Background: an optimization exercise with open tools, aiming at small area, a short achievable clock period and few clock cycles per item. Do not read the settings as production practice. No functional check of the RTL was part of this run. Power is estimated from default activity; no workload was simulated.

==> design/flow/design.v <==
`default_nettype none
package fc_data_pkg;
    localparam int LANES = 4;
    typedef logic signed [7:0] act_t;
    typedef logic signed [7:0] weight_t;
    typedef logic [LANES*8-1:0] weight_word_t;
    typedef logic signed [15:0] bias_t;
    typedef logic signed [23:0] acc_t;
endpackage
`default_nettype wire
`default_nettype none
package fc_ctrl_pkg;
    typedef logic [9:0] in_addr_t;
    typedef logic [11:0] w_addr_t;
    typedef logic [7:0] och_idx_t;
    typedef enum logic [1:0] {S_IDLE, S_ISSUE, S_WAIT_TILE, S_DRAIN} seq_state_t;
    typedef enum logic [1:0] {M_IDLE, M_LOAD, M_MAC} mac_state_t;
endpackage
`default_nettype wire
`default_nettype none
module fc_layer_top #(
    parameter int ICH_B       = 4,
    parameter int OCH_B       = 2,
    parameter int OCH_T       = 4,
    parameter int SCALE_SHIFT = 8,
    parameter int RELU        = 1
) (
    input  logic                      clk,
    input  logic                      areset,
    input  logic                      i_run,
    output logic                      o_idle,
    output logic                      o_run,
    output logic                      o_done,
    output logic                      o_en_err,
    output fc_ctrl_pkg::in_addr_t     o_in_addr,
    output logic                      o_in_ce,
    input  fc_data_pkg::act_t         i_in_q,
    output fc_ctrl_pkg::w_addr_t      o_w_addr,
    output logic                      o_w_ce,
    input  fc_data_pkg::weight_word_t i_w_q,
    output fc_ctrl_pkg::och_idx_t     o_b_addr,
    output logic                      o_b_ce,
    input  fc_data_pkg::bias_t        i_b_q,
    output fc_ctrl_pkg::och_idx_t     o_out_addr,
    output logic                      o_out_ce,
    output fc_data_pkg::act_t         o_out_d
);
    localparam logic [5:0] LAST = 6'd38;     
    logic       r_run;
    logic       r_run_o;         
    logic       r_idle;
    logic       r_done;
    logic       r_err;
    logic [5:0] c;
    logic       start;
    logic       fin;
    assign start = !r_run && i_run;
    assign fin   = r_run && (c == LAST);
    always_ff @(posedge clk) begin
        if (areset) begin
            r_run  <= 1'b0;
            r_run_o <= 1'b0;
            r_idle <= 1'b1;
            r_done <= 1'b0;
            r_err  <= 1'b0;
        end else begin
            r_err  <= r_err | (i_run & r_run);
            r_done <= fin;
            r_run  <= start | (r_run & !fin);
            r_run_o <= (!r_run_o && i_run) | (r_run_o & !fin);
            r_idle <= !(start | (r_run & !fin));
        end
    end
    always_ff @(posedge clk) begin
        c <= r_run ? c + 6'd1 : 6'd0;
    end
    assign o_run    = r_run_o;
    assign o_idle   = r_idle;
    assign o_done   = r_done;
    assign o_en_err = r_err;
    logic [6:0] kw, ko;          
    logic       r_in_ce;
    logic [3:0] r_in_addr;       
    logic       r_w_ce;
    logic [4:0] r_w_addr;
    logic       r_b_ce;
    logic       r_out_ce;
    logic [2:0] r_out_addr;
    assign kw = {1'b0, c} - 7'd2;
    assign ko = {1'b0, c} - 7'd6;
    always_ff @(posedge clk) begin
        if (areset) begin
            r_in_ce  <= 1'b0;
            r_in_addr <= 4'd0;
            r_w_ce   <= 1'b0;
            r_b_ce   <= 1'b0;
            r_out_ce <= 1'b0;
        end else begin
            r_in_ce  <= start | (r_run && (c < 6'd31));
            r_in_addr <= r_run ? r_in_addr + 4'd1 : 4'd0;
            r_w_ce   <= r_run && (kw < 7'd32);
            r_b_ce   <= r_run && (kw < 7'd32) && (kw[3:2] == 2'd0);
            r_out_ce <= r_run && (ko < 7'd32) && (ko[3:2] == 2'd3);
        end
    end
    always_ff @(posedge clk) begin
        r_w_addr   <= {kw[4], kw[1:0], kw[3:2]};
        r_out_addr <= {ko[4], ko[1:0]};
    end
    assign o_in_ce    = r_in_ce;
    assign o_in_addr  = {6'd0, r_in_addr};
    assign o_w_ce     = r_w_ce;
    assign o_w_addr   = {7'd0, r_w_addr};
    assign o_b_ce     = r_b_ce;
    assign o_b_addr   = {5'd0, r_w_addr[4:2]};     
    assign o_out_ce   = r_out_ce;
    assign o_out_addr = {5'd0, r_out_addr};
    logic [7:0] sr1, sr2, sr3;
    logic [7:0] act [0:3];
    always_ff @(posedge clk) begin
        sr3 <= i_in_q;
        sr2 <= sr3;
        sr1 <= sr2;
        if (c[1:0] == 2'd0) begin
            act[0] <= sr1;
            act[1] <= sr2;
            act[2] <= sr3;
            act[3] <= i_in_q;
        end
    end
    logic [15:0] e_one, e_two, e_neg;
    logic [2:0]  cnt0, cnt1, cnt2, cnt3;
    always_ff @(posedge clk) begin
        for (int l = 0; l < 4; l++) begin
            for (int i = 0; i < 4; i++) begin
                e_neg[l * 4 + i] <= i_w_q[8 * l + 2 * i + 1];
                e_one[l * 4 + i] <= i_w_q[8 * l + 2 * i]
                                  ^ ((i == 0) ? 1'b0 : i_w_q[8 * l + ((i == 0) ? 0 : 2 * i - 1)]);
                e_two[l * 4 + i] <= (i_w_q[8 * l + 2 * i] == ((i == 0) ? 1'b0 : i_w_q[8 * l + ((i == 0) ? 0 : 2 * i - 1)]))
                                  && (i_w_q[8 * l + 2 * i + 1] != i_w_q[8 * l + 2 * i]);
            end
        end
        cnt0 <= 3'(i_w_q[1])  + 3'(i_w_q[9])  + 3'(i_w_q[17]) + 3'(i_w_q[25]);
        cnt1 <= 3'(i_w_q[3])  + 3'(i_w_q[11]) + 3'(i_w_q[19]) + 3'(i_w_q[27]);
        cnt2 <= 3'(i_w_q[5])  + 3'(i_w_q[13]) + 3'(i_w_q[21]) + 3'(i_w_q[29]);
        cnt3 <= 3'(i_w_q[7])  + 3'(i_w_q[15]) + 3'(i_w_q[23]) + 3'(i_w_q[31]);
    end
    logic [19:0] a_old;
    logic pp1;
    logic pp2;
    logic pp3;
    logic pp4;
    logic pp5;
    logic pp6;
    logic pp7;
    logic pp8;
    logic pp9;
    logic pp10;
    logic pp11;
    logic pp12;
    logic pp13;
    logic pp14;
    logic pp15;
    logic pp16;
    logic pp17;
    logic pp18;
    logic pp19;
    logic pp20;
    logic pp21;
    logic pp22;
    logic pp23;
    logic pp24;
    logic pp25;
    logic pp26;
    logic pp27;
    logic pp28;
    logic pp29;
    logic pp30;
    logic pp31;
    logic pp32;
    logic pp33;
    logic pp34;
    logic pp35;
    logic pp36;
    logic pp37;
    logic pp38;
    logic pp39;
    logic pp40;
    logic pp41;
    logic pp42;
    logic pp43;
    logic pp44;
    logic pp45;
    logic pp46;
    logic pp47;
    logic pp48;
    logic pp49;
    logic pp50;
    logic pp51;
    logic pp52;
    logic pp53;
    logic pp54;
    logic pp55;
    logic pp56;
    logic pp57;
    logic pp58;
    logic pp59;
    logic pp60;
    logic pp61;
    logic pp62;
    logic pp63;
    logic pp64;
    logic pp65;
    logic pp66;
    logic pp67;
    logic pp68;
    logic pp69;
    logic pp70;
    logic pp71;
    logic pp72;
    logic pp73;
    logic pp74;
    logic pp75;
    logic pp76;
    logic pp77;
    logic pp78;
    logic pp79;
    logic pp80;
    logic pp81;
    logic pp82;
    logic pp83;
    logic pp84;
    logic pp85;
    logic pp86;
    logic pp87;
    logic pp88;
    logic pp89;
    logic pp90;
    logic pp91;
    logic pp92;
    logic pp93;
    logic pp94;
    logic pp95;
    logic pp96;
    logic pp97;
    logic pp98;
    logic pp99;
    logic pp100;
    logic pp101;
    logic pp102;
    logic pp103;
    logic pp104;
    logic pp105;
    logic pp106;
    logic pp107;
    logic pp108;
    logic pp109;
    logic pp110;
    logic pp111;
    logic pp112;
    logic pp113;
    logic pp114;
    logic pp115;
    logic pp116;
    logic pp117;
    logic pp118;
    logic pp119;
    logic pp120;
    logic pp121;
    logic pp122;
    logic pp123;
    logic pp124;
    logic pp125;
    logic pp126;
    logic pp127;
    logic pp128;
    logic pp129;
    logic pp130;
    logic pp131;
    logic pp132;
    logic pp133;
    logic pp134;
    logic pp135;
    logic pp136;
    logic pp137;
    logic pp138;
    logic pp139;
    logic pp140;
    logic pp141;
    logic pp142;
    logic pp143;
    logic pp144;
    logic fs145;
    logic fc146;
    logic fs147;
    logic fc148;
    logic fs149;
    logic fc150;
    logic fs151;
    logic fc152;
    logic fs153;
    logic fc154;
    logic hs155;
    logic hc156;
    logic fs157;
    logic fc158;
    logic fs159;
    logic fc160;
    logic fs161;
    logic fc162;
    logic fs163;
    logic fc164;
    logic hs165;
    logic hc166;
    logic fs167;
    logic fc168;
    logic fs169;
    logic fc170;
    logic fs171;
    logic fc172;
    logic fs173;
    logic fc174;
    logic fs175;
    logic fc176;
    logic fs177;
    logic fc178;
    logic fs179;
    logic fc180;
    logic hs181;
    logic hc182;
    logic fs183;
    logic fc184;
    logic fs185;
    logic fc186;
    logic fs187;
    logic fc188;
    logic fs189;
    logic fc190;
    logic fs191;
    logic fc192;
    logic fs193;
    logic fc194;
    logic hs195;
    logic hc196;
    logic fs197;
    logic fc198;
    logic fs199;
    logic fc200;
    logic fs201;
    logic fc202;
    logic hs203;
    logic hc204;
    logic fs205;
    logic fc206;
    logic fs207;
    logic fc208;
    logic fs209;
    logic fc210;
    logic fs211;
    logic fc212;
    logic fs213;
    logic fc214;
    logic fs215;
    logic fc216;
    logic fs217;
    logic fc218;
    logic fs219;
    logic fc220;
    logic fs221;
    logic fc222;
    logic fs223;
    logic fc224;
    logic fs225;
    logic fc226;
    logic fs227;
    logic fc228;
    logic fs229;
    logic fc230;
    logic fs231;
    logic fc232;
    logic fs233;
    logic fc234;
    logic fs235;
    logic fc236;
    logic fs237;
    logic fc238;
    logic fs239;
    logic fc240;
    logic fs241;
    logic fc242;
    logic fs243;
    logic fc244;
    logic fs245;
    logic fc246;
    logic fs247;
    logic fc248;
    logic fs249;
    logic fc250;
    logic hs251;
    logic hc252;
    logic fs253;
    logic fc254;
    logic fs255;
    logic fc256;
    logic fs257;
    logic fc258;
    logic hs259;
    logic hc260;
    logic fs261;
    logic fc262;
    logic fs263;
    logic fc264;
    logic hs265;
    logic hc266;
    logic fs267;
    logic fc268;
    logic fs269;
    logic fc270;
    logic fs271;
    logic fc272;
    logic fs273;
    logic fc274;
    logic fs275;
    logic fc276;
    logic fs277;
    logic fc278;
    logic fs279;
    logic fc280;
    logic fs281;
    logic fc282;
    logic fs283;
    logic fc284;
    logic fs285;
    logic fc286;
    logic fs287;
    logic fc288;
    logic fs289;
    logic fc290;
    logic fs291;
    logic fc292;
    logic fs293;
    logic fc294;
    logic fs295;
    logic fc296;
    logic fs297;
    logic fc298;
    logic fs299;
    logic fc300;
    logic fs301;
    logic fc302;
    logic fs303;
    logic fc304;
    logic fs305;
    logic fc306;
    logic fs307;
    logic fc308;
    logic fs309;
    logic fc310;
    logic fs311;
    logic fc312;
    logic fs313;
    logic fc314;
    logic fs315;
    logic fc316;
    logic fs317;
    logic fc318;
    logic fs319;
    logic fc320;
    logic fs321;
    logic fc322;
    logic fs323;
    logic fc324;
    logic hs325;
    logic hc326;
    logic fs327;
    logic fc328;
    logic fs329;
    logic fc330;
    logic fs331;
    logic fc332;
    logic hs333;
    logic hc334;
    logic fs335;
    logic fc336;
    logic fs337;
    logic fc338;
    logic fs339;
    logic fc340;
    logic fs341;
    logic fc342;
    logic fs343;
    logic fc344;
    logic fs345;
    logic fc346;
    logic fs347;
    logic fc348;
    logic fs349;
    logic fc350;
    logic fs351;
    logic fc352;
    logic fs353;
    logic fc354;
    logic fs355;
    logic fc356;
    logic fs357;
    logic fc358;
    logic fs359;
    logic fc360;
    logic fs361;
    logic fc362;
    logic fs363;
    logic fc364;
    logic fs365;
    logic fc366;
    logic fs367;
    logic fc368;
    logic fs369;
    logic fc370;
    logic fs371;
    logic fc372;
    logic fs373;
    logic fc374;
    logic fs375;
    logic fc376;
    logic fs377;
    logic fc378;
    logic fs379;
    logic fc380;
    logic fs381;
    logic fc382;
    logic fs383;
    logic fc384;
    logic fs385;
    logic fc386;
    logic hs387;
    logic hc388;
    logic hs389;
    logic hc390;
    logic fs391;
    logic fc392;
    logic fs393;
    logic fc394;
    logic fs395;
    logic fc396;
    logic fs397;
    logic fc398;
    logic fs399;
    logic fc400;
    logic fs401;
    logic fc402;
    logic fs403;
    logic fc404;
    logic fs405;
    logic fc406;
    logic fs407;
    logic fc408;
    logic fs409;
    logic fc410;
    logic fs411;
    logic fc412;
    logic fs413;
    logic fc414;
    logic fs415;
    logic fc416;
    logic fs417;
    logic fc418;
    logic fs419;
    logic fc420;
    logic hs421;
    logic hc422;
    logic fs423;
    logic fc424;
    logic fs425;
    logic fc426;
    logic fs427;
    logic fc428;
    logic fs429;
    logic fc430;
    logic fs431;
    logic fc432;
    logic fs433;
    logic fc434;
    logic fs435;
    logic fc436;
    logic fs437;
    logic fc438;
    logic fs439;
    logic fc440;
    logic fs441;
    logic fc442;
    logic fs443;
    logic fc444;
    logic fs445;
    logic fc446;
    logic fs447;
    logic fc448;
    logic fs449;
    logic fc450;
    logic fs451;
    logic fc452;
    logic fs453;
    logic fc454;
    logic hs455;
    logic hc456;
    logic hs457;
    logic hc458;
    logic hs459;
    assign pp1 = (e_one[0] & act[0][0]) ^ e_neg[0];
    assign pp2 = ((e_one[0] & act[0][1]) | (e_two[0] & act[0][0])) ^ e_neg[0];
    assign pp3 = ((e_one[0] & act[0][2]) | (e_two[0] & act[0][1])) ^ e_neg[0];
    assign pp4 = ((e_one[0] & act[0][3]) | (e_two[0] & act[0][2])) ^ e_neg[0];
    assign pp5 = ((e_one[0] & act[0][4]) | (e_two[0] & act[0][3])) ^ e_neg[0];
    assign pp6 = ((e_one[0] & act[0][5]) | (e_two[0] & act[0][4])) ^ e_neg[0];
    assign pp7 = ((e_one[0] & act[0][6]) | (e_two[0] & act[0][5])) ^ e_neg[0];
    assign pp8 = ((e_one[0] & act[0][7]) | (e_two[0] & act[0][6])) ^ e_neg[0];
    assign pp9 = ~(((e_one[0] & act[0][7]) | (e_two[0] & act[0][7])) ^ e_neg[0]);
    assign pp10 = (e_one[1] & act[0][0]) ^ e_neg[1];
    assign pp11 = ((e_one[1] & act[0][1]) | (e_two[1] & act[0][0])) ^ e_neg[1];
    assign pp12 = ((e_one[1] & act[0][2]) | (e_two[1] & act[0][1])) ^ e_neg[1];
    assign pp13 = ((e_one[1] & act[0][3]) | (e_two[1] & act[0][2])) ^ e_neg[1];
    assign pp14 = ((e_one[1] & act[0][4]) | (e_two[1] & act[0][3])) ^ e_neg[1];
    assign pp15 = ((e_one[1] & act[0][5]) | (e_two[1] & act[0][4])) ^ e_neg[1];
    assign pp16 = ((e_one[1] & act[0][6]) | (e_two[1] & act[0][5])) ^ e_neg[1];
    assign pp17 = ((e_one[1] & act[0][7]) | (e_two[1] & act[0][6])) ^ e_neg[1];
    assign pp18 = ~(((e_one[1] & act[0][7]) | (e_two[1] & act[0][7])) ^ e_neg[1]);
    assign pp19 = (e_one[2] & act[0][0]) ^ e_neg[2];
    assign pp20 = ((e_one[2] & act[0][1]) | (e_two[2] & act[0][0])) ^ e_neg[2];
    assign pp21 = ((e_one[2] & act[0][2]) | (e_two[2] & act[0][1])) ^ e_neg[2];
    assign pp22 = ((e_one[2] & act[0][3]) | (e_two[2] & act[0][2])) ^ e_neg[2];
    assign pp23 = ((e_one[2] & act[0][4]) | (e_two[2] & act[0][3])) ^ e_neg[2];
    assign pp24 = ((e_one[2] & act[0][5]) | (e_two[2] & act[0][4])) ^ e_neg[2];
    assign pp25 = ((e_one[2] & act[0][6]) | (e_two[2] & act[0][5])) ^ e_neg[2];
    assign pp26 = ((e_one[2] & act[0][7]) | (e_two[2] & act[0][6])) ^ e_neg[2];
    assign pp27 = ~(((e_one[2] & act[0][7]) | (e_two[2] & act[0][7])) ^ e_neg[2]);
    assign pp28 = (e_one[3] & act[0][0]) ^ e_neg[3];
    assign pp29 = ((e_one[3] & act[0][1]) | (e_two[3] & act[0][0])) ^ e_neg[3];
    assign pp30 = ((e_one[3] & act[0][2]) | (e_two[3] & act[0][1])) ^ e_neg[3];
    assign pp31 = ((e_one[3] & act[0][3]) | (e_two[3] & act[0][2])) ^ e_neg[3];
    assign pp32 = ((e_one[3] & act[0][4]) | (e_two[3] & act[0][3])) ^ e_neg[3];
    assign pp33 = ((e_one[3] & act[0][5]) | (e_two[3] & act[0][4])) ^ e_neg[3];
    assign pp34 = ((e_one[3] & act[0][6]) | (e_two[3] & act[0][5])) ^ e_neg[3];
    assign pp35 = ((e_one[3] & act[0][7]) | (e_two[3] & act[0][6])) ^ e_neg[3];
    assign pp36 = ~(((e_one[3] & act[0][7]) | (e_two[3] & act[0][7])) ^ e_neg[3]);
    assign pp37 = (e_one[4] & act[1][0]) ^ e_neg[4];
    assign pp38 = ((e_one[4] & act[1][1]) | (e_two[4] & act[1][0])) ^ e_neg[4];
    assign pp39 = ((e_one[4] & act[1][2]) | (e_two[4] & act[1][1])) ^ e_neg[4];
    assign pp40 = ((e_one[4] & act[1][3]) | (e_two[4] & act[1][2])) ^ e_neg[4];
    assign pp41 = ((e_one[4] & act[1][4]) | (e_two[4] & act[1][3])) ^ e_neg[4];
    assign pp42 = ((e_one[4] & act[1][5]) | (e_two[4] & act[1][4])) ^ e_neg[4];
    assign pp43 = ((e_one[4] & act[1][6]) | (e_two[4] & act[1][5])) ^ e_neg[4];
    assign pp44 = ((e_one[4] & act[1][7]) | (e_two[4] & act[1][6])) ^ e_neg[4];
    assign pp45 = ~(((e_one[4] & act[1][7]) | (e_two[4] & act[1][7])) ^ e_neg[4]);
    assign pp46 = (e_one[5] & act[1][0]) ^ e_neg[5];
    assign pp47 = ((e_one[5] & act[1][1]) | (e_two[5] & act[1][0])) ^ e_neg[5];
    assign pp48 = ((e_one[5] & act[1][2]) | (e_two[5] & act[1][1])) ^ e_neg[5];
    assign pp49 = ((e_one[5] & act[1][3]) | (e_two[5] & act[1][2])) ^ e_neg[5];
    assign pp50 = ((e_one[5] & act[1][4]) | (e_two[5] & act[1][3])) ^ e_neg[5];
    assign pp51 = ((e_one[5] & act[1][5]) | (e_two[5] & act[1][4])) ^ e_neg[5];
    assign pp52 = ((e_one[5] & act[1][6]) | (e_two[5] & act[1][5])) ^ e_neg[5];
    assign pp53 = ((e_one[5] & act[1][7]) | (e_two[5] & act[1][6])) ^ e_neg[5];
    assign pp54 = ~(((e_one[5] & act[1][7]) | (e_two[5] & act[1][7])) ^ e_neg[5]);
    assign pp55 = (e_one[6] & act[1][0]) ^ e_neg[6];
    assign pp56 = ((e_one[6] & act[1][1]) | (e_two[6] & act[1][0])) ^ e_neg[6];
    assign pp57 = ((e_one[6] & act[1][2]) | (e_two[6] & act[1][1])) ^ e_neg[6];
    assign pp58 = ((e_one[6] & act[1][3]) | (e_two[6] & act[1][2])) ^ e_neg[6];
    assign pp59 = ((e_one[6] & act[1][4]) | (e_two[6] & act[1][3])) ^ e_neg[6];
    assign pp60 = ((e_one[6] & act[1][5]) | (e_two[6] & act[1][4])) ^ e_neg[6];
    assign pp61 = ((e_one[6] & act[1][6]) | (e_two[6] & act[1][5])) ^ e_neg[6];
    assign pp62 = ((e_one[6] & act[1][7]) | (e_two[6] & act[1][6])) ^ e_neg[6];
    assign pp63 = ~(((e_one[6] & act[1][7]) | (e_two[6] & act[1][7])) ^ e_neg[6]);
    assign pp64 = (e_one[7] & act[1][0]) ^ e_neg[7];
    assign pp65 = ((e_one[7] & act[1][1]) | (e_two[7] & act[1][0])) ^ e_neg[7];
    assign pp66 = ((e_one[7] & act[1][2]) | (e_two[7] & act[1][1])) ^ e_neg[7];
    assign pp67 = ((e_one[7] & act[1][3]) | (e_two[7] & act[1][2])) ^ e_neg[7];
    assign pp68 = ((e_one[7] & act[1][4]) | (e_two[7] & act[1][3])) ^ e_neg[7];
    assign pp69 = ((e_one[7] & act[1][5]) | (e_two[7] & act[1][4])) ^ e_neg[7];
    assign pp70 = ((e_one[7] & act[1][6]) | (e_two[7] & act[1][5])) ^ e_neg[7];
    assign pp71 = ((e_one[7] & act[1][7]) | (e_two[7] & act[1][6])) ^ e_neg[7];
    assign pp72 = ~(((e_one[7] & act[1][7]) | (e_two[7] & act[1][7])) ^ e_neg[7]);
    assign pp73 = (e_one[8] & act[2][0]) ^ e_neg[8];
    assign pp74 = ((e_one[8] & act[2][1]) | (e_two[8] & act[2][0])) ^ e_neg[8];
    assign pp75 = ((e_one[8] & act[2][2]) | (e_two[8] & act[2][1])) ^ e_neg[8];
    assign pp76 = ((e_one[8] & act[2][3]) | (e_two[8] & act[2][2])) ^ e_neg[8];
    assign pp77 = ((e_one[8] & act[2][4]) | (e_two[8] & act[2][3])) ^ e_neg[8];
    assign pp78 = ((e_one[8] & act[2][5]) | (e_two[8] & act[2][4])) ^ e_neg[8];
    assign pp79 = ((e_one[8] & act[2][6]) | (e_two[8] & act[2][5])) ^ e_neg[8];
    assign pp80 = ((e_one[8] & act[2][7]) | (e_two[8] & act[2][6])) ^ e_neg[8];
    assign pp81 = ~(((e_one[8] & act[2][7]) | (e_two[8] & act[2][7])) ^ e_neg[8]);
    assign pp82 = (e_one[9] & act[2][0]) ^ e_neg[9];
    assign pp83 = ((e_one[9] & act[2][1]) | (e_two[9] & act[2][0])) ^ e_neg[9];
    assign pp84 = ((e_one[9] & act[2][2]) | (e_two[9] & act[2][1])) ^ e_neg[9];
    assign pp85 = ((e_one[9] & act[2][3]) | (e_two[9] & act[2][2])) ^ e_neg[9];
    assign pp86 = ((e_one[9] & act[2][4]) | (e_two[9] & act[2][3])) ^ e_neg[9];
    assign pp87 = ((e_one[9] & act[2][5]) | (e_two[9] & act[2][4])) ^ e_neg[9];
    assign pp88 = ((e_one[9] & act[2][6]) | (e_two[9] & act[2][5])) ^ e_neg[9];
    assign pp89 = ((e_one[9] & act[2][7]) | (e_two[9] & act[2][6])) ^ e_neg[9];
    assign pp90 = ~(((e_one[9] & act[2][7]) | (e_two[9] & act[2][7])) ^ e_neg[9]);
    assign pp91 = (e_one[10] & act[2][0]) ^ e_neg[10];
    assign pp92 = ((e_one[10] & act[2][1]) | (e_two[10] & act[2][0])) ^ e_neg[10];
    assign pp93 = ((e_one[10] & act[2][2]) | (e_two[10] & act[2][1])) ^ e_neg[10];
    assign pp94 = ((e_one[10] & act[2][3]) | (e_two[10] & act[2][2])) ^ e_neg[10];
    assign pp95 = ((e_one[10] & act[2][4]) | (e_two[10] & act[2][3])) ^ e_neg[10];
    assign pp96 = ((e_one[10] & act[2][5]) | (e_two[10] & act[2][4])) ^ e_neg[10];
    assign pp97 = ((e_one[10] & act[2][6]) | (e_two[10] & act[2][5])) ^ e_neg[10];
    assign pp98 = ((e_one[10] & act[2][7]) | (e_two[10] & act[2][6])) ^ e_neg[10];
    assign pp99 = ~(((e_one[10] & act[2][7]) | (e_two[10] & act[2][7])) ^ e_neg[10]);
    assign pp100 = (e_one[11] & act[2][0]) ^ e_neg[11];
    assign pp101 = ((e_one[11] & act[2][1]) | (e_two[11] & act[2][0])) ^ e_neg[11];
    assign pp102 = ((e_one[11] & act[2][2]) | (e_two[11] & act[2][1])) ^ e_neg[11];
    assign pp103 = ((e_one[11] & act[2][3]) | (e_two[11] & act[2][2])) ^ e_neg[11];
    assign pp104 = ((e_one[11] & act[2][4]) | (e_two[11] & act[2][3])) ^ e_neg[11];
    assign pp105 = ((e_one[11] & act[2][5]) | (e_two[11] & act[2][4])) ^ e_neg[11];
    assign pp106 = ((e_one[11] & act[2][6]) | (e_two[11] & act[2][5])) ^ e_neg[11];
    assign pp107 = ((e_one[11] & act[2][7]) | (e_two[11] & act[2][6])) ^ e_neg[11];
    assign pp108 = ~(((e_one[11] & act[2][7]) | (e_two[11] & act[2][7])) ^ e_neg[11]);
    assign pp109 = (e_one[12] & act[3][0]) ^ e_neg[12];
    assign pp110 = ((e_one[12] & act[3][1]) | (e_two[12] & act[3][0])) ^ e_neg[12];
    assign pp111 = ((e_one[12] & act[3][2]) | (e_two[12] & act[3][1])) ^ e_neg[12];
    assign pp112 = ((e_one[12] & act[3][3]) | (e_two[12] & act[3][2])) ^ e_neg[12];
    assign pp113 = ((e_one[12] & act[3][4]) | (e_two[12] & act[3][3])) ^ e_neg[12];
    assign pp114 = ((e_one[12] & act[3][5]) | (e_two[12] & act[3][4])) ^ e_neg[12];
    assign pp115 = ((e_one[12] & act[3][6]) | (e_two[12] & act[3][5])) ^ e_neg[12];
    assign pp116 = ((e_one[12] & act[3][7]) | (e_two[12] & act[3][6])) ^ e_neg[12];
    assign pp117 = ~(((e_one[12] & act[3][7]) | (e_two[12] & act[3][7])) ^ e_neg[12]);
    assign pp118 = (e_one[13] & act[3][0]) ^ e_neg[13];
    assign pp119 = ((e_one[13] & act[3][1]) | (e_two[13] & act[3][0])) ^ e_neg[13];
    assign pp120 = ((e_one[13] & act[3][2]) | (e_two[13] & act[3][1])) ^ e_neg[13];
    assign pp121 = ((e_one[13] & act[3][3]) | (e_two[13] & act[3][2])) ^ e_neg[13];
    assign pp122 = ((e_one[13] & act[3][4]) | (e_two[13] & act[3][3])) ^ e_neg[13];
    assign pp123 = ((e_one[13] & act[3][5]) | (e_two[13] & act[3][4])) ^ e_neg[13];
    assign pp124 = ((e_one[13] & act[3][6]) | (e_two[13] & act[3][5])) ^ e_neg[13];
    assign pp125 = ((e_one[13] & act[3][7]) | (e_two[13] & act[3][6])) ^ e_neg[13];
    assign pp126 = ~(((e_one[13] & act[3][7]) | (e_two[13] & act[3][7])) ^ e_neg[13]);
    assign pp127 = (e_one[14] & act[3][0]) ^ e_neg[14];
    assign pp128 = ((e_one[14] & act[3][1]) | (e_two[14] & act[3][0])) ^ e_neg[14];
    assign pp129 = ((e_one[14] & act[3][2]) | (e_two[14] & act[3][1])) ^ e_neg[14];
    assign pp130 = ((e_one[14] & act[3][3]) | (e_two[14] & act[3][2])) ^ e_neg[14];
    assign pp131 = ((e_one[14] & act[3][4]) | (e_two[14] & act[3][3])) ^ e_neg[14];
    assign pp132 = ((e_one[14] & act[3][5]) | (e_two[14] & act[3][4])) ^ e_neg[14];
    assign pp133 = ((e_one[14] & act[3][6]) | (e_two[14] & act[3][5])) ^ e_neg[14];
    assign pp134 = ((e_one[14] & act[3][7]) | (e_two[14] & act[3][6])) ^ e_neg[14];
    assign pp135 = ~(((e_one[14] & act[3][7]) | (e_two[14] & act[3][7])) ^ e_neg[14]);
    assign pp136 = (e_one[15] & act[3][0]) ^ e_neg[15];
    assign pp137 = ((e_one[15] & act[3][1]) | (e_two[15] & act[3][0])) ^ e_neg[15];
    assign pp138 = ((e_one[15] & act[3][2]) | (e_two[15] & act[3][1])) ^ e_neg[15];
    assign pp139 = ((e_one[15] & act[3][3]) | (e_two[15] & act[3][2])) ^ e_neg[15];
    assign pp140 = ((e_one[15] & act[3][4]) | (e_two[15] & act[3][3])) ^ e_neg[15];
    assign pp141 = ((e_one[15] & act[3][5]) | (e_two[15] & act[3][4])) ^ e_neg[15];
    assign pp142 = ((e_one[15] & act[3][6]) | (e_two[15] & act[3][5])) ^ e_neg[15];
    assign pp143 = ((e_one[15] & act[3][7]) | (e_two[15] & act[3][6])) ^ e_neg[15];
    assign pp144 = ~(((e_one[15] & act[3][7]) | (e_two[15] & act[3][7])) ^ e_neg[15]);
    fc_fa u_fs145 (.a(a_old[4]), .b(cnt1[2]), .c(cnt2[0]), .s(fs145), .co(fc146));
    fc_fa u_fs147 (.a(a_old[5]), .b(cnt2[1]), .c(pp114), .s(fs147), .co(fc148));
    fc_fa u_fs149 (.a(a_old[6]), .b(cnt2[2]), .c(cnt3[0]), .s(fs149), .co(fc150));
    fc_fa u_fs151 (.a(pp100), .b(pp115), .c(pp122), .s(fs151), .co(fc152));
    fc_fa u_fs153 (.a(pp129), .b(pp136), .c(pp14), .s(fs153), .co(fc154));
    assign hs155 = pp21 ^ pp28;
    assign hc156 = pp21 & pp28;
    fc_fa u_fs157 (.a(a_old[7]), .b(cnt3[1]), .c(pp101), .s(fs157), .co(fc158));
    fc_fa u_fs159 (.a(pp116), .b(pp123), .c(pp130), .s(fs159), .co(fc160));
    fc_fa u_fs161 (.a(pp137), .b(pp15), .c(pp22), .s(fs161), .co(fc162));
    fc_fa u_fs163 (.a(pp29), .b(pp44), .c(pp51), .s(fs163), .co(fc164));
    assign hs165 = pp58 ^ pp65;
    assign hc166 = pp58 & pp65;
    fc_fa u_fs167 (.a(a_old[8]), .b(cnt3[2]), .c(pp102), .s(fs167), .co(fc168));
    fc_fa u_fs169 (.a(pp117), .b(pp124), .c(pp131), .s(fs169), .co(fc170));
    fc_fa u_fs171 (.a(pp138), .b(pp16), .c(pp23), .s(fs171), .co(fc172));
    fc_fa u_fs173 (.a(pp30), .b(pp45), .c(pp52), .s(fs173), .co(fc174));
    fc_fa u_fs175 (.a(pp59), .b(pp66), .c(pp81), .s(fs175), .co(fc176));
    fc_fa u_fs177 (.a(a_old[9]), .b(pp103), .c(pp125), .s(fs177), .co(fc178));
    fc_fa u_fs179 (.a(pp132), .b(pp139), .c(pp17), .s(fs179), .co(fc180));
    assign hs181 = pp24 ^ pp31;
    assign hc182 = pp24 & pp31;
    assign fs183 = 1'b1 ^ a_old[10] ^ pp104;
    assign fc184 = (1'b1 & a_old[10]) | (1'b1 & pp104) | (a_old[10] & pp104);
    fc_fa u_fs185 (.a(pp126), .b(pp133), .c(pp140), .s(fs185), .co(fc186));
    fc_fa u_fs187 (.a(a_old[2]), .b(cnt0[2]), .c(cnt1[0]), .s(fs187), .co(fc188));
    fc_fa u_fs189 (.a(a_old[3]), .b(cnt1[1]), .c(pp11), .s(fs189), .co(fc190));
    fc_fa u_fs191 (.a(fs145), .b(pp113), .c(pp12), .s(fs191), .co(fc192));
    fc_fa u_fs193 (.a(pp120), .b(pp127), .c(pp19), .s(fs193), .co(fc194));
    assign hs195 = pp41 ^ pp48;
    assign hc196 = pp41 & pp48;
    fc_fa u_fs197 (.a(fc146), .b(pp121), .c(pp128), .s(fs197), .co(fc198));
    fc_fa u_fs199 (.a(pp13), .b(pp20), .c(pp42), .s(fs199), .co(fc200));
    fc_fa u_fs201 (.a(pp49), .b(pp56), .c(pp6), .s(fs201), .co(fc202));
    assign hs203 = pp78 ^ pp85;
    assign hc204 = pp78 & pp85;
    fc_fa u_fs205 (.a(fs149), .b(pp43), .c(pp50), .s(fs205), .co(fc206));
    fc_fa u_fs207 (.a(pp57), .b(pp64), .c(pp7), .s(fs207), .co(fc208));
    fc_fa u_fs209 (.a(pp79), .b(pp86), .c(pp93), .s(fs209), .co(fc210));
    fc_fa u_fs211 (.a(hs155), .b(fc148), .c(fs151), .s(fs211), .co(fc212));
    fc_fa u_fs213 (.a(fc150), .b(pp8), .c(pp80), .s(fs213), .co(fc214));
    fc_fa u_fs215 (.a(pp87), .b(pp94), .c(hc156), .s(fs215), .co(fc216));
    fc_fa u_fs217 (.a(hs165), .b(fc152), .c(fc154), .s(fs217), .co(fc218));
    fc_fa u_fs219 (.a(fs157), .b(fs159), .c(fs161), .s(fs219), .co(fc220));
    fc_fa u_fs221 (.a(pp88), .b(pp9), .c(pp95), .s(fs221), .co(fc222));
    fc_fa u_fs223 (.a(hc166), .b(fc158), .c(fc160), .s(fs223), .co(fc224));
    fc_fa u_fs225 (.a(fc162), .b(fc164), .c(fs167), .s(fs225), .co(fc226));
    fc_fa u_fs227 (.a(fs169), .b(fs171), .c(fs173), .s(fs227), .co(fc228));
    fc_fa u_fs229 (.a(pp53), .b(pp60), .c(pp67), .s(fs229), .co(fc230));
    fc_fa u_fs231 (.a(pp89), .b(pp96), .c(hs181), .s(fs231), .co(fc232));
    fc_fa u_fs233 (.a(fc168), .b(fc170), .c(fc172), .s(fs233), .co(fc234));
    fc_fa u_fs235 (.a(fc174), .b(fc176), .c(fs177), .s(fs235), .co(fc236));
    fc_fa u_fs237 (.a(pp18), .b(pp25), .c(pp32), .s(fs237), .co(fc238));
    fc_fa u_fs239 (.a(pp54), .b(pp61), .c(pp68), .s(fs239), .co(fc240));
    fc_fa u_fs241 (.a(pp90), .b(pp97), .c(hc182), .s(fs241), .co(fc242));
    fc_fa u_fs243 (.a(fc178), .b(fc180), .c(fs183), .s(fs243), .co(fc244));
    assign fs245 = 1'b1 ^ a_old[11] ^ pp105;
    assign fc246 = (1'b1 & a_old[11]) | (1'b1 & pp105) | (a_old[11] & pp105);
    fc_fa u_fs247 (.a(pp134), .b(pp141), .c(pp26), .s(fs247), .co(fc248));
    fc_fa u_fs249 (.a(pp33), .b(pp62), .c(pp69), .s(fs249), .co(fc250));
    assign hs251 = pp98 ^ fc184;
    assign hc252 = pp98 & fc184;
    fc_fa u_fs253 (.a(a_old[12]), .b(pp106), .c(pp135), .s(fs253), .co(fc254));
    fc_fa u_fs255 (.a(pp142), .b(pp27), .c(pp34), .s(fs255), .co(fc256));
    fc_fa u_fs257 (.a(fs187), .b(pp10), .c(pp111), .s(fs257), .co(fc258));
    assign hs259 = pp118 ^ pp3;
    assign hc260 = pp118 & pp3;
    fc_fa u_fs261 (.a(fc188), .b(pp112), .c(pp119), .s(fs261), .co(fc262));
    fc_fa u_fs263 (.a(pp4), .b(pp40), .c(pp47), .s(fs263), .co(fc264));
    assign hs265 = pp76 ^ pp83;
    assign hc266 = pp76 & pp83;
    fc_fa u_fs267 (.a(pp5), .b(pp55), .c(pp77), .s(fs267), .co(fc268));
    fc_fa u_fs269 (.a(pp84), .b(pp91), .c(hs195), .s(fs269), .co(fc270));
    fc_fa u_fs271 (.a(fc190), .b(fs191), .c(fs193), .s(fs271), .co(fc272));
    fc_fa u_fs273 (.a(pp92), .b(hc196), .c(hs203), .s(fs273), .co(fc274));
    fc_fa u_fs275 (.a(fc192), .b(fc194), .c(fs147), .s(fs275), .co(fc276));
    fc_fa u_fs277 (.a(fs197), .b(fs199), .c(fs201), .s(fs277), .co(fc278));
    fc_fa u_fs279 (.a(hc204), .b(fc198), .c(fc200), .s(fs279), .co(fc280));
    fc_fa u_fs281 (.a(fc202), .b(fs153), .c(fs205), .s(fs281), .co(fc282));
    fc_fa u_fs283 (.a(fs207), .b(fs209), .c(fs211), .s(fs283), .co(fc284));
    fc_fa u_fs285 (.a(fc206), .b(fc208), .c(fc210), .s(fs285), .co(fc286));
    fc_fa u_fs287 (.a(fs163), .b(fs213), .c(fs215), .s(fs287), .co(fc288));
    fc_fa u_fs289 (.a(fc212), .b(fs217), .c(fs219), .s(fs289), .co(fc290));
    fc_fa u_fs291 (.a(fc214), .b(fs175), .c(fs221), .s(fs291), .co(fc292));
    fc_fa u_fs293 (.a(fc216), .b(fc218), .c(fc220), .s(fs293), .co(fc294));
    fc_fa u_fs295 (.a(fs223), .b(fs225), .c(fs227), .s(fs295), .co(fc296));
    fc_fa u_fs297 (.a(fc222), .b(fs179), .c(fs229), .s(fs297), .co(fc298));
    fc_fa u_fs299 (.a(fc224), .b(fs231), .c(fc226), .s(fs299), .co(fc300));
    fc_fa u_fs301 (.a(fc228), .b(fs233), .c(fs235), .s(fs301), .co(fc302));
    fc_fa u_fs303 (.a(fc230), .b(fs185), .c(fs237), .s(fs303), .co(fc304));
    fc_fa u_fs305 (.a(fs239), .b(fc232), .c(fs241), .s(fs305), .co(fc306));
    fc_fa u_fs307 (.a(fc234), .b(fc236), .c(fs243), .s(fs307), .co(fc308));
    fc_fa u_fs309 (.a(fc186), .b(fc238), .c(fc240), .s(fs309), .co(fc310));
    fc_fa u_fs311 (.a(fs245), .b(fs247), .c(fs249), .s(fs311), .co(fc312));
    fc_fa u_fs313 (.a(fc242), .b(hs251), .c(fc244), .s(fs313), .co(fc314));
    fc_fa u_fs315 (.a(pp63), .b(pp70), .c(pp99), .s(fs315), .co(fc316));
    fc_fa u_fs317 (.a(fc246), .b(fc248), .c(fc250), .s(fs317), .co(fc318));
    fc_fa u_fs319 (.a(fs253), .b(fs255), .c(hc252), .s(fs319), .co(fc320));
    assign fs321 = 1'b1 ^ a_old[13] ^ pp107;
    assign fc322 = (1'b1 & a_old[13]) | (1'b1 & pp107) | (a_old[13] & pp107);
    fc_fa u_fs323 (.a(pp143), .b(pp35), .c(pp71), .s(fs323), .co(fc324));
    assign hs325 = fc254 ^ fc256;
    assign hc326 = fc254 & fc256;
    fc_fa u_fs327 (.a(a_old[14]), .b(pp108), .c(pp144), .s(fs327), .co(fc328));
    fc_fa u_fs329 (.a(a_old[0]), .b(cnt0[0]), .c(pp1), .s(fs329), .co(fc330));
    fc_fa u_fs331 (.a(a_old[1]), .b(cnt0[1]), .c(pp110), .s(fs331), .co(fc332));
    assign hs333 = pp2 ^ pp38;
    assign hc334 = pp2 & pp38;
    fc_fa u_fs335 (.a(pp39), .b(pp46), .c(pp75), .s(fs335), .co(fc336));
    fc_fa u_fs337 (.a(pp82), .b(hs259), .c(fs257), .s(fs337), .co(fc338));
    fc_fa u_fs339 (.a(hc260), .b(hs265), .c(fc258), .s(fs339), .co(fc340));
    fc_fa u_fs341 (.a(fs189), .b(fs261), .c(fs263), .s(fs341), .co(fc342));
    fc_fa u_fs343 (.a(hc266), .b(fc262), .c(fc264), .s(fs343), .co(fc344));
    fc_fa u_fs345 (.a(fs267), .b(fs269), .c(fs271), .s(fs345), .co(fc346));
    fc_fa u_fs347 (.a(fc268), .b(fc270), .c(fs273), .s(fs347), .co(fc348));
    fc_fa u_fs349 (.a(fc272), .b(fs275), .c(fs277), .s(fs349), .co(fc350));
    fc_fa u_fs351 (.a(fc274), .b(fc276), .c(fc278), .s(fs351), .co(fc352));
    fc_fa u_fs353 (.a(fs279), .b(fs281), .c(fs283), .s(fs353), .co(fc354));
    fc_fa u_fs355 (.a(fc280), .b(fc282), .c(fs285), .s(fs355), .co(fc356));
    fc_fa u_fs357 (.a(fs287), .b(fc284), .c(fs289), .s(fs357), .co(fc358));
    fc_fa u_fs359 (.a(fc286), .b(fs291), .c(fc288), .s(fs359), .co(fc360));
    fc_fa u_fs361 (.a(fc290), .b(fs293), .c(fs295), .s(fs361), .co(fc362));
    fc_fa u_fs363 (.a(fc292), .b(fs297), .c(fc294), .s(fs363), .co(fc364));
    fc_fa u_fs365 (.a(fc296), .b(fs299), .c(fs301), .s(fs365), .co(fc366));
    fc_fa u_fs367 (.a(fc298), .b(fs303), .c(fs305), .s(fs367), .co(fc368));
    fc_fa u_fs369 (.a(fc300), .b(fc302), .c(fs307), .s(fs369), .co(fc370));
    fc_fa u_fs371 (.a(fc304), .b(fs309), .c(fs311), .s(fs371), .co(fc372));
    fc_fa u_fs373 (.a(fc306), .b(fc308), .c(fs313), .s(fs373), .co(fc374));
    fc_fa u_fs375 (.a(fs315), .b(fc310), .c(fc312), .s(fs375), .co(fc376));
    fc_fa u_fs377 (.a(fs317), .b(fs319), .c(fc314), .s(fs377), .co(fc378));
    fc_fa u_fs379 (.a(fc316), .b(fs321), .c(fs323), .s(fs379), .co(fc380));
    fc_fa u_fs381 (.a(hs325), .b(fc318), .c(fc320), .s(fs381), .co(fc382));
    fc_fa u_fs383 (.a(pp36), .b(pp72), .c(fc322), .s(fs383), .co(fc384));
    fc_fa u_fs385 (.a(fc324), .b(fs327), .c(hc326), .s(fs385), .co(fc386));
    assign hs387 = 1'b1 ^ a_old[15];
    assign hc388 = 1'b1 & a_old[15];
    assign hs389 = pp109 ^ pp37;
    assign hc390 = pp109 & pp37;
    fc_fa u_fs391 (.a(pp74), .b(hs333), .c(fc330), .s(fs391), .co(fc392));
    fc_fa u_fs393 (.a(hc334), .b(fc332), .c(fs335), .s(fs393), .co(fc394));
    fc_fa u_fs395 (.a(fc336), .b(fc338), .c(fs339), .s(fs395), .co(fc396));
    fc_fa u_fs397 (.a(fc340), .b(fc342), .c(fs343), .s(fs397), .co(fc398));
    fc_fa u_fs399 (.a(fc344), .b(fs347), .c(fc346), .s(fs399), .co(fc400));
    fc_fa u_fs401 (.a(fc348), .b(fc350), .c(fs351), .s(fs401), .co(fc402));
    fc_fa u_fs403 (.a(fc352), .b(fs355), .c(fc354), .s(fs403), .co(fc404));
    fc_fa u_fs405 (.a(fc356), .b(fs359), .c(fc358), .s(fs405), .co(fc406));
    fc_fa u_fs407 (.a(fc360), .b(fs363), .c(fc362), .s(fs407), .co(fc408));
    fc_fa u_fs409 (.a(fc364), .b(fs367), .c(fc366), .s(fs409), .co(fc410));
    fc_fa u_fs411 (.a(fs371), .b(fc368), .c(fc370), .s(fs411), .co(fc412));
    fc_fa u_fs413 (.a(fc372), .b(fs375), .c(fc374), .s(fs413), .co(fc414));
    fc_fa u_fs415 (.a(fs379), .b(fc376), .c(fs381), .s(fs415), .co(fc416));
    fc_fa u_fs417 (.a(fc380), .b(fs383), .c(fs385), .s(fs417), .co(fc418));
    fc_fa u_fs419 (.a(hs387), .b(fc328), .c(fc384), .s(fs419), .co(fc420));
    assign hs421 = r_cs_0_0 ^ r_cs_0_1;
    assign hc422 = r_cs_0_0 & r_cs_0_1;
    fc_fa u_fs423 (.a(r_cs_1_0), .b(r_cs_1_1), .c(r_cs_1_2), .s(fs423), .co(fc424));
    fc_fa u_fs425 (.a(r_cs_2_0), .b(r_cs_2_1), .c(r_cs_2_2), .s(fs425), .co(fc426));
    fc_fa u_fs427 (.a(r_cs_3_0), .b(r_cs_3_1), .c(r_cs_3_2), .s(fs427), .co(fc428));
    fc_fa u_fs429 (.a(r_cs_4_0), .b(r_cs_4_1), .c(r_cs_4_2), .s(fs429), .co(fc430));
    fc_fa u_fs431 (.a(r_cs_5_0), .b(r_cs_5_1), .c(r_cs_5_2), .s(fs431), .co(fc432));
    fc_fa u_fs433 (.a(r_cs_6_0), .b(r_cs_6_1), .c(r_cs_6_2), .s(fs433), .co(fc434));
    fc_fa u_fs435 (.a(r_cs_7_0), .b(r_cs_7_1), .c(r_cs_7_2), .s(fs435), .co(fc436));
    fc_fa u_fs437 (.a(r_cs_8_0), .b(r_cs_8_1), .c(r_cs_8_2), .s(fs437), .co(fc438));
    fc_fa u_fs439 (.a(r_cs_9_0), .b(r_cs_9_1), .c(r_cs_9_2), .s(fs439), .co(fc440));
    fc_fa u_fs441 (.a(r_cs_10_0), .b(r_cs_10_1), .c(r_cs_10_2), .s(fs441), .co(fc442));
    fc_fa u_fs443 (.a(r_cs_11_0), .b(r_cs_11_1), .c(r_cs_11_2), .s(fs443), .co(fc444));
    fc_fa u_fs445 (.a(r_cs_12_0), .b(r_cs_12_1), .c(r_cs_12_2), .s(fs445), .co(fc446));
    fc_fa u_fs447 (.a(r_cs_13_0), .b(r_cs_13_1), .c(r_cs_13_2), .s(fs447), .co(fc448));
    fc_fa u_fs449 (.a(r_cs_14_0), .b(r_cs_14_1), .c(r_cs_14_2), .s(fs449), .co(fc450));
    fc_fa u_fs451 (.a(r_cs_15_0), .b(r_cs_15_1), .c(r_cs_15_2), .s(fs451), .co(fc452));
    fc_fa u_fs453 (.a(r_cs_16_0), .b(r_cs_16_1), .c(r_cs_16_2), .s(fs453), .co(fc454));
    assign hs455 = r_cs_17_0 ^ r_cs_17_1;
    assign hc456 = r_cs_17_0 & r_cs_17_1;
    assign hs457 = r_cs_18_0 ^ r_cs_18_1;
    assign hc458 = r_cs_18_0 & r_cs_18_1;
    assign hs459 = r_cs_19_0 ^ r_cs_19_1;
    logic r_cs_0_0;
    logic r_cs_0_1;
    logic r_cs_0_2;
    logic r_cs_1_0;
    logic r_cs_1_1;
    logic r_cs_1_2;
    logic r_cs_2_0;
    logic r_cs_2_1;
    logic r_cs_2_2;
    logic r_cs_3_0;
    logic r_cs_3_1;
    logic r_cs_3_2;
    logic r_cs_4_0;
    logic r_cs_4_1;
    logic r_cs_4_2;
    logic r_cs_5_0;
    logic r_cs_5_1;
    logic r_cs_5_2;
    logic r_cs_6_0;
    logic r_cs_6_1;
    logic r_cs_6_2;
    logic r_cs_7_0;
    logic r_cs_7_1;
    logic r_cs_7_2;
    logic r_cs_8_0;
    logic r_cs_8_1;
    logic r_cs_8_2;
    logic r_cs_9_0;
    logic r_cs_9_1;
    logic r_cs_9_2;
    logic r_cs_10_0;
    logic r_cs_10_1;
    logic r_cs_10_2;
    logic r_cs_11_0;
    logic r_cs_11_1;
    logic r_cs_11_2;
    logic r_cs_12_0;
    logic r_cs_12_1;
    logic r_cs_12_2;
    logic r_cs_13_0;
    logic r_cs_13_1;
    logic r_cs_13_2;
    logic r_cs_14_0;
    logic r_cs_14_1;
    logic r_cs_14_2;
    logic r_cs_15_0;
    logic r_cs_15_1;
    logic r_cs_15_2;
    logic r_cs_16_0;
    logic r_cs_16_1;
    logic r_cs_16_2;
    logic r_cs_17_0;
    logic r_cs_17_1;
    logic r_cs_18_0;
    logic r_cs_18_1;
    logic r_cs_19_0;
    logic r_cs_19_1;
    always_ff @(posedge clk) begin
        r_cs_0_0 <= hs389;
        r_cs_0_1 <= pp73;
        r_cs_0_2 <= fs329;
        r_cs_1_0 <= hc390;
        r_cs_1_1 <= fs391;
        r_cs_1_2 <= fs331;
        r_cs_2_0 <= fc392;
        r_cs_2_1 <= fs393;
        r_cs_2_2 <= fs337;
        r_cs_3_0 <= fc394;
        r_cs_3_1 <= fs395;
        r_cs_3_2 <= fs341;
        r_cs_4_0 <= fc396;
        r_cs_4_1 <= fs397;
        r_cs_4_2 <= fs345;
        r_cs_5_0 <= fc398;
        r_cs_5_1 <= fs399;
        r_cs_5_2 <= fs349;
        r_cs_6_0 <= fc400;
        r_cs_6_1 <= fs401;
        r_cs_6_2 <= fs353;
        r_cs_7_0 <= fc402;
        r_cs_7_1 <= fs403;
        r_cs_7_2 <= fs357;
        r_cs_8_0 <= fc404;
        r_cs_8_1 <= fs405;
        r_cs_8_2 <= fs361;
        r_cs_9_0 <= fc406;
        r_cs_9_1 <= fs407;
        r_cs_9_2 <= fs365;
        r_cs_10_0 <= fc408;
        r_cs_10_1 <= fs409;
        r_cs_10_2 <= fs369;
        r_cs_11_0 <= fc410;
        r_cs_11_1 <= fs411;
        r_cs_11_2 <= fs373;
        r_cs_12_0 <= fc412;
        r_cs_12_1 <= fs413;
        r_cs_12_2 <= fs377;
        r_cs_13_0 <= fc414;
        r_cs_13_1 <= fs415;
        r_cs_13_2 <= fc378;
        r_cs_14_0 <= fc416;
        r_cs_14_1 <= fs417;
        r_cs_14_2 <= fc382;
        r_cs_15_0 <= fc418;
        r_cs_15_1 <= fs419;
        r_cs_15_2 <= fc386;
        r_cs_16_0 <= fc420;
        r_cs_16_1 <= a_old[16];
        r_cs_16_2 <= hc388;
        r_cs_17_0 <= 1'b1;
        r_cs_17_1 <= a_old[17];
        r_cs_18_0 <= 1'b1;
        r_cs_18_1 <= a_old[18];
        r_cs_19_0 <= 1'b1;
        r_cs_19_1 <= a_old[19];
    end
    logic [19:0] s2_a, s2_b, s2_sum;
    logic [7:0]  quant;
    assign s2_a   = {hc458, hc456, fc454, fc452, fc450, fc448, fc446, fc444, fc442, fc440, fc438, fc436, fc434, fc432, fc430, fc428, fc426, fc424, hc422, hs421};
    assign s2_b   = {hs459, hs457, hs455, fs453, fs451, fs449, fs447, fs445, fs443, fs441, fs439, fs437, fs435, fs433, fs431, fs429, fs427, fs425, fs423, r_cs_0_2};
    assign s2_sum = s2_a + s2_b;
    assign quant = s2_sum[19] ? 8'd0 : ((|s2_sum[18:15]) ? 8'd127 : {1'b0, s2_sum[14:8]});
    logic [19:0] a3, a2, a1;
    logic [6:0]  kb;
    logic        ld_bias;
    logic [7:0]  r_out_d;
    assign kb      = {1'b0, c} - 7'd4;
    assign ld_bias = (kb < 7'd32) && (kb[3:2] == 2'd0);
    always_ff @(posedge clk) begin
        a3 <= s2_sum;
        a2 <= a3;
        a1 <= ld_bias ? 20'($signed(i_b_q)) : a2;
        r_out_d <= quant;
    end
    assign a_old   = a1;
    assign o_out_d = r_out_d;
endmodule
module fc_fa (
    input  logic a,
    input  logic b,
    input  logic c,
    output logic s,
    output logic co
);
    assign s  = a ^ b ^ c;
    assign co = (a & b) | (a & c) | (b & c);
endmodule
`default_nettype wire
==> design/flow/flow/run.sh <==
#!/bin/bash
# The standard layout (standard synthesis included, unchanged), with the
# port buffers made from buf_4 cells instead of the resizer's default choice
# (clkdlybuf4s50_1, a delay cell). All tool output goes to standard.log here;
# ORFS also keeps its per-step logs under orfs/logs.
export BUFFER_PORTS_ARGS="-buffer_cell sky130_fd_sc_hd__buf_4"
bash standard.sh > standard.log 2>&1
==> design/flow/standard.sh <==
#!/bin/bash
# synth_recipe.tcl (not shown) runs the flow's synth.tcl, then flattens the netlist and writes it again
# the make line also repeats each setting of config.mk as NAME=value (left out here)
make -C /OpenROAD-flow-scripts/flow DESIGN_CONFIG=/design/flow/config.mk WORK_HOME=/design/flow/orfs CLKGATE_MAP_FILE= SYNTH_SCRIPT=/design/flow/synth_recipe.tcl "${@:-finish}"
==> design/flow/config.mk <==
export PLATFORM = sky130hd
export DESIGN_NAME = fc_layer_top
export DESIGN_NICKNAME = fc_layer_top
export VERILOG_FILES = /design/flow/design.v
export SDC_FILE = /design/flow/constraint.sdc
export NUM_CORES = 4
export LEC_CHECK = 0
export CAP_MARGIN = 20
export CORE_MARGIN = 2
export CORE_UTILIZATION = 60
export CTS_CLUSTER_DIAMETER = 60
export CTS_CLUSTER_SIZE = 20
export PLACE_DENSITY = 0.7
export SLEW_MARGIN = 20
export SYNTH_HIERARCHICAL = 1
export SYNTH_MINIMUM_KEEP_SIZE = 0
==> design/flow/constraint.sdc <==
create_clock -name core_clock -period 13.0 [get_ports {clk}]
set_input_delay 2.6000 -clock core_clock [delete_from_list [all_inputs] [get_ports {clk}]]
set_output_delay 2.6000 -clock core_clock [all_outputs]
set_load 0.01 [all_outputs]
==> run notes <==
## through the flow
stage / hold slack (ps) / instances
after floorplan: 309.6 / 1216
after global placement: 309.8 / 1473
after detailed placement: 312.1 / 1473
after CTS: 329.2 / 1508
after global routing: 334.0 / 1508
final: 327.6 / 1508
## cell usage after synthesis, drive strengths merged, types with 2 or more instances
cell and count:
a2111oi 2, a211oi 13, a21o 11, a21oi 17
a22oi 113, a31oi 4, and2 8, and3 2
buf 34, clkbuf 84, dfxtp 230, edfxtp 32
fa 144, ha 48, inv 44, mux2i 2
nand2 84, nand2b 9, nand3 13, nand4 3
nor2 26, nor2b 3, nor3 18, nor3b 3
o2111ai 3, o211ai 4, o21a 3, o21ai 35
o21bai 4, or2 2, or3 5, xnor2 138
xor2 41
## report_power, final
part	leakage [nW]	switching, mW	total, mW	internal [mW]
Combinational	3.52	1.56	2.76	1.20
Clock	0.331	0.296	0.633	0.337
Sequential	2.25	0.170	1.30	1.13
## how the worst max path moves through the flow
stage	endpoint	slack, ps	cells past startpoint
after floorplan	cnt1[1]$_DFF_P_	9260	5
after global placement	cnt1[1]$_DFF_P_	9070	6
after detailed placement	cnt1[1]$_DFF_P_	9000	6
after CTS	o_in_addr[2]	9340	1
after global routing	o_in_addr[2]	9320	1
final	o_in_addr[2]	9360	1
## per-module statistics from Yosys, one instance, submodules excluded
module / cell area [sq um] / cells
fc_layer_top: 10960 / 1054
fc_fa: 20.02 / 1
## cells in the final DEF (no fill, tap or decap), types with 5 or more instances in the layout
master / count
a211oi_1: 12
a21o_1: 11
a21oi_1: 16
a22oi_1: 113
and2_1: 8
buf_4: 90
clkbuf_16: 22
conb_1: 24
dfxtp_1: 230
edfxtp_1: 32
fa_1: 144
ha_1: 48
inv_1: 44
inv_6: 5
nand2_1: 84
nand2b_1: 9
nand3_1: 13
nor2_1: 26
nor3_1: 17
o21ai_0: 32
or3_1: 5
xnor2_1: 138
xor2_1: 40
## kinds of logic after synthesis
logic type | share of synthesized area [%]
compound gates | 11.44
xor+xnor | 11.46
fa+ha+maj | 25.34
buf+inv | 5.243
flops | 40.49
mux | 0.1456
other cells | 0.02728
simple gates | 5.853
## routing by layer
metal	track usage [%]	vias to the layer above	part of all wire, %
met5	0	-	0
met4	5.111	0	1.8
met3	5.850	42	8.1
met2	41.89	313	46
met1	36.30	4217	44
li1	-	3958	-
## area by class of cell
class	instances	area (sq um)
clock buffer	24	558.0
tap	285	356.6
multi-input combinational	792	7551
inverter	44	165.2
clock inverter	11	122.6
fill	1763	7577
timing repair buffer	90	675.6
sequential	262	5565
## state kept, by name, summed over array words and instances, names as in the netlist, 4 cells and up
signal / flops
a1: 20
sr3: 8
a2: 20
a3: 20
act: 32
sr1: 8
c: 6
e_neg: 16
r_in_addr: 4
r_out_d: 7
e_one: 16
sr2: 8
e_two: 16
==> impl_metrics.tcl <==
set metrics [dict create \
    power_leakage_nw 6.110 \
    cp.required_ps 10400 \
    slowest_delay_ps 390 \
    drive_gt1_share_pct 10.96 \
    rr_startpoint "act[3][5]$_DFFE_PN_" \
    critPathSlowestCell "dfxtp_1" \
    hold_buffers 0 \
    crit_start "r_in_addr[2]$_SDFF_PP0_" \
    timing.final.crit_share_pct 28.01 \
    status "finished clean" \
    critPathTopFamily "flip-flops" \
    power_density_mw_per_mm2 312.9 \
    nNetsFinal 1461 \
    yosys_most_used_dff "dfxtp_1" \
    synthTopCellsByArea "dfxtp_1 (33%), fa_1 (21%), xnor2_1 (8.8%)" \
    detailedPlace.worstSlack_ps 9000 \
    hold_viol_final 0 \
    n_antenna_cell 0 \
    ys_seq_elements 262 \
    grt_usage_pct 25.88 \
    r2r_end "r_cs_9_1$_DFF_P_" \
    period_minus_slack_ps 3641 \
    antenna_found_initial 0 \
    cp-end-kind "output port" \
    synth_edf_count 32 \
    grt_pass1_wl_microns 47340 \
    cts_max_path_buffers 3 \
    ys_seq_area_share_pct 40.49 \
    fin_ws_ps 9359 \
    place_congestion 0.9901 \
    firstDrtPassIters 5 \
    pin_count 113 \
    cp.buffers_inverters 1 \
    cts_setup_buffers 0 \
    drc 0 \
    drt_iter0_markers 608 \
    skew_ps 12.25 \
    start_util_pct 60.90 \
    wl_microns 30770 \
    fin_total_pwr_mw 4.692 \
    ys_warn_count 8 \
    ant_nets 0 \
    fmax_mhz 274.6 \
    maxCapViolations 0 \
    hold_depth 0 \
    root_buffer "clkbuf_16" \
    rrSetupSlack_ps 9460 \
    worstMarginPinSlew_ps 714.1 \
    holdCritStartpoint "a3[18]$_DFF_P_" \
    slew_viol_final 0 \
    cts.clk_slew.worst_paths_ps 80 \
    cts-buffers-inserted 20 \
    setup_tns_ps 0 \
    die_y_microns 155.4 \
    path_class "reg2out" \
    avgSynthCellArea_sq_um 11.52 \
    setup_viol 0 \
    hold-path-endpoint "a2[18]$_DFF_P_" \
    synthArstFlopShare_pct 0 \
    synth_cells 1193 \
    rsz0062_at_grt "false" \
    overflow 0 \
    clk_latency_ps 510 \
    rows 55 \
    worstPathArrival_ps 1040 \
    synth_cell_types 56 \
    holdCritPathClass "reg2reg" \
    synth_top_cell_area_share_pct 33.50 \
    startpoint_type "register" \
    cts_resized 0 \
    grt_pass1_vias 8495 \
    grt_max_degree 33 \
    coreArea_sq_mm 0.02257 \
    worstPathCellList "buf_4" \
    max_slew_margin_pct 52.39 \
    routedWlPerCell_microns 20.41 \
    path_max_fanout 3 \
    synth_top_area_cell "dfxtp_1" \
    portBuffers 88 \
    syn_area_sq_mm 0.01375 \
    viasPerCell 5.656 \
    worstRegToRegCells 7 \
    ir_worst_vdd_mv 0.1721 \
    htree_levels 1 \
    dp_hpwl_microns 24600 \
    via_count 8530 \
    die_x_microns 155.4 \
    placed_area_sq_mm 0.01431 \
    cts_tree "done" \
    clock_sinks 262 \
    dieArea_sq_mm 0.02414 \
    area_growth_pct 9.084 \
    postLayoutCoreUtil_pct 66.43 \
    fin_area_sq_mm 0.01499 \
]

-- what the ideal ports hide --
In the flow no input, the clock included, has a driving cell. The finished layout below was timed again as built, in two steps. Step 1 sets driving cells, clkbuf_16 on the clock port and buf_2 on the other inputs (assumed; they add their load-dependent delay and slew). Step 2 moves the port delays by t, midway between the first and last clock arrival at a register: inputs arrive t later, outputs are due t later. That takes back most of the time a late clock gives input paths. Slacks: ideal / step 1 / step 2; pairs: ideal / step 1.
t (ns): 0.554
setup WS [ns]: 9.359 / 9.310 / 9.011
latest minus earliest clock arrival (ns): 0.012 / 0.012
slew at the worst register clock pin (ns): 0.08 / 0.08
After both steps setup and hold are still met in this run. For this run, drivers alone change the setup slack by -0.049 ns; drivers and shift together by -0.348 ns.
